Source: an optimization exercise on an open RTL-to-GDS flow (aim: small area and few clock cycles). Production flows keep margins and buffers that such runs may drop. At most, simulation tests tie the RTL to the original design; equivalence was not proved.

==> flow/design.v (excerpt) <==
module weight_update_engine #(
  parameter int unsigned DATA_W = 16,
  parameter int unsigned FRAC_W = 8,
  parameter int unsigned LANES  = 4,
  parameter int unsigned DEPTH  = 64
) (
  input  logic                    i_clk,
  input  logic                    i_rst,
  input  logic                    i_start,
  input  logic                    i_mode,
  input  logic [DATA_W-1:0]       i_lr,
  input  logic                    i_in_valid,
  output logic                    o_in_ready,
  input  logic [LANES*DATA_W-1:0] i_w_old,
  input  logic [LANES*DATA_W-1:0] i_delta,
  output logic                    o_out_valid,
  input  logic                    i_out_ready,
  output logic [LANES*DATA_W-1:0] o_w_new,
  output logic                    o_busy,
  output logic                    o_done
);
Settings: LEC_CHECK=0, CAP_MARGIN=20, CORE_MARGIN=2, CORE_UTILIZATION=40, SLEW_MARGIN=20, SYNTH_HIERARCHICAL=1; clock period 8.5 ns.
standard.sh (not shown) runs the stock make flow with config.mk's settings and CLKGATE_MAP_FILE= SYNTH_SCRIPT=/design/flow/synth_recipe.tcl, a recipe that flattens the netlist after the stock synthesis.
==> flow/flow/run.sh <==
#!/bin/bash
# Standard layout, with the port buffers made from plain buffers instead of delay cells, and
# gates off the critical paths downsized after global routing.
set -euo pipefail
bash standard.sh "BUFFER_PORTS_ARGS=-buffer_cell sky130_fd_sc_hd__buf_2" RECOVER_POWER=100 finish > standard.log 2>&1
The starting point finished with capacitance limit, slew limit left.
Testbench counts at the start, summed over its fixed seeds: cycles 5,760.
Next try:
==> flow/flow/run.sh (replaced) <==
#!/bin/bash
# Standard layout, with the port buffers made from plain buffers instead of delay cells.
set -euo pipefail
bash standard.sh "BUFFER_PORTS_ARGS=-buffer_cell sky130_fd_sc_hd__buf_2" finish > standard.log 2>&1
Now the flow ran to the end with no violations.
Non-clock buffer count does not change.
Flip-flop and latch count does not change.
Die area is unchanged.
Utilization goes up by 0.34 points.
Global-route usage does not change.
Design area came out higher by 0.77%.
Next try:
- CORE_UTILIZATION: 40 -> 55
Result:
- The changed run produced a clean layout
- setup slack got worse by 0.096 ns
- area after synthesis does not change
- global-route usage went up by 8.3 points
- flip-flop and latch count stays the same
- clock skew stays flat
- routed wire length went down by 5.0%
- final area went down by 1.0%

========
weight_update_engine, a different RTL version from the one above (not shown whole).
Size in the first run: roughly 220 I/O pins.
clock: 8.5 ns
lec_check: 0
cap_margin: 20
core_margin: 2
core_utilization: 40
slew_margin: 20
synth_hierarchical: 1
==> flow/flow/run.sh <==
#!/bin/bash
# Standard layout, with the port buffers made from plain buffers instead of delay cells.
set -euo pipefail
bash standard.sh "BUFFER_PORTS_ARGS=-buffer_cell sky130_fd_sc_hd__buf_1" finish > standard.log 2>&1
Rerun with:
GPL_TIMING_DRIVEN = 0   (was not set)
=> Setup slack degrades by 720 ps; maximum frequency decreases by a little under a tenth; global-route usage barely changes.
Rerun with:
==> flow/flow/run.sh (replaced) <==
#!/bin/bash
# Standard layout, with the port buffers made from plain buffers instead of delay cells.
set -euo pipefail
bash standard.sh "BUFFER_PORTS_ARGS=-buffer_cell sky130_fd_sc_hd__buf_2" finish > standard.log 2>&1
GPL_TIMING_DRIVEN = not set   (was 0)
Effect:
- The new run ran to the end with no violations
- routed wire length went up slightly
- design area stays flat
- cell count came out lower by a few percent
- non-clock buffer count drops by 168
- sequential share of layout area hardly moves
- first-iteration DRC count falls by about a fifth
- via count goes down slightly
- die area does not change
- synthesized area stays the same
Function was not checked in any run of this note: the RTL went through the layout flow alone.

========
Another version of the RTL of weight_update_engine (not shown whole).
For scale: about 2200 cells after synthesis, ~86 flip-flops, roughly 220 I/O pins, ~24000 um2 of cells after synthesis.
Settings: LEC_CHECK=0, CAP_MARGIN=20, CELL_PAD_IN_SITES_DETAIL_PLACEMENT=1, CELL_PAD_IN_SITES_GLOBAL_PLACEMENT=1, CORE_MARGIN=2, CORE_UTILIZATION=50, PLACE_DENSITY=0.6, SLEW_MARGIN=20, SYNTH_HIERARCHICAL=1; clock period 8.5 ns.
==> flow/flow/run.sh <==
#!/bin/bash
# Standard layout, with the port buffers made from plain buffers instead of delay cells.
set -euo pipefail
bash standard.sh "BUFFER_PORTS_ARGS=-buffer_cell sky130_fd_sc_hd__buf_2" finish > standard.log 2>&1
Testbench counts at the start, summed over its fixed seeds: cycles 5,760.
Change:
--- a/flow/config.mk
+++ b/flow/config.mk
@@ -10,6 +10,6 @@
 export CELL_PAD_IN_SITES_GLOBAL_PLACEMENT = 1
 export CORE_MARGIN = 2
-export CORE_UTILIZATION = 50
-export PLACE_DENSITY = 0.6
+export CORE_UTILIZATION = 40
+export PLACE_DENSITY = 0.5
 export SLEW_MARGIN = 20
 export SYNTH_HIERARCHICAL = 1
Clock-buffer cell count is unchanged.
Global-route usage fell by 6.1 points.
Setup slack improved by 95 ps.
Utilization fell by 10 points.
First-iteration DRC count fell by about 14%.
Hold slack got worse by 5.0 ps.
Non-clock buffer count rose by 1.

========
== the reference run ==
weight_update_engine, a different RTL version from the one above (not shown whole).
Size in the first run: roughly 3,000 cells after synthesis, roughly 21 flip-flops, ~28,000 um^2 of cells after synthesis.
Settings: LEC_CHECK=0, CAP_MARGIN=20, CORE_MARGIN=2, CORE_UTILIZATION=40, SLEW_MARGIN=20, SYNTH_HIERARCHICAL=1; clock period 8.5 ns.
run.sh (not shown) runs the stock make flow with config.mk's settings and CLKGATE_MAP_FILE= SYNTH_SCRIPT=/design/flow/synth_recipe.tcl, a recipe that flattens the netlist after the stock synthesis.
Stock flow here: none of the scripts above is used.
The reference run: flow complete, layout not clean; failing: negative setup slack
Inputs modified between the reference run and the trial run:
==> flow/flow/run.sh (new file) <==
#!/bin/bash
# Standard layout, with the port buffers made from plain buffers instead of delay cells.
set -euo pipefail
bash standard.sh "BUFFER_PORTS_ARGS=-buffer_cell sky130_fd_sc_hd__buf_2" finish > standard.log 2>&1
==> flow/standard.sh (new file) <==
#!/bin/bash
# synth_recipe.tcl (not shown) runs the flow's synth.tcl, then flattens the netlist and writes it again
# the make line also repeats each setting of config.mk as NAME=value (left out here)
make -C /OpenROAD-flow-scripts/flow DESIGN_CONFIG=/design/flow/config.mk WORK_HOME=/design/flow/orfs CLKGATE_MAP_FILE= SYNTH_SCRIPT=/design/flow/synth_recipe.tcl "${@:-finish}"
removed: flow/run.sh
- Max non-clock buffer count across the reference run and the trial run: the reference run
- Sort the reference run and the trial run by final worst slack, descending, and the trial run comes first.
- A termination of the worst setup path of o_w_new[13] is what the reference run shows, while o_w_new[62] belongs to the trial run.
- The trial run: all stages done; final checks FAILED (negative setup slack).
No functional check of the RTL was part of any run of this note.

[separate check: timing with driven ports]
The results above use ideal ports. As a check the final layouts listed here were re-extracted and re-timed, cells and wires unchanged. Step 1, drivers: a clkbuf_16 drives i_clk and a buf_2 each remaining input, both assumed. Step 2 also shifts input and output timing later by t, the mid clock arrival at the registers, as if the neighbouring blocks saw the same clock. a / b / c = no drivers / after step 1 / after step 2; a / b = the first two.
run	t (ns)	setup WS [ns]	hold WS [ns]	worst setup path after step 2	clock arrival spread, ns
the first run of note 1	0.460	0.452 / 0.452 / 0.452	0.484 / 0.484 / 0.484	register to register	0.018 / 0.018
the second run of note 1	0.460	0.446 / 0.446 / 0.446	0.483 / 0.483 / 0.483	register to register	0.019 / 0.019
the third run of note 1	0.461	0.351 / 0.351 / 0.351	0.485 / 0.485 / 0.485	register to register	0.018 / 0.018
the first run of note 2	0.460	1.097 / 1.136 / 0.676	0.493 / 0.493 / 0.493	input to register	0.023 / 0.023
the second run of note 2	0.463	0.382 / 0.382 / 0.230	0.480 / 0.480 / 0.480	input to register	0.021 / 0.022
the third run of note 2	0.454	1.155 / 1.155 / 0.811	0.503 / 0.503 / 0.503	input to register	0.017 / 0.016
the first run of note 3	0.473	0.337 / 0.337 / 0.337	0.489 / 0.489 / 0.489	register to register	0.023 / 0.024
the second run of note 3	0.462	0.432 / 0.432 / 0.259	0.484 / 0.484 / 0.484	input to register	0.015 / 0.015
the reference run	0.332	-0.449 / -0.494 / -0.485	0.494 / 0.494 / 0.494	input to output	0.024 / 0.024
the trial run	0.328	-0.091 / -0.165 / -0.165	0.479 / 0.479 / 0.479	input to output	0.017 / 0.017
The setup slack of the first run of note 2, which loses most, moves by +0.039 ns with the drivers and by -0.421 ns with both steps.
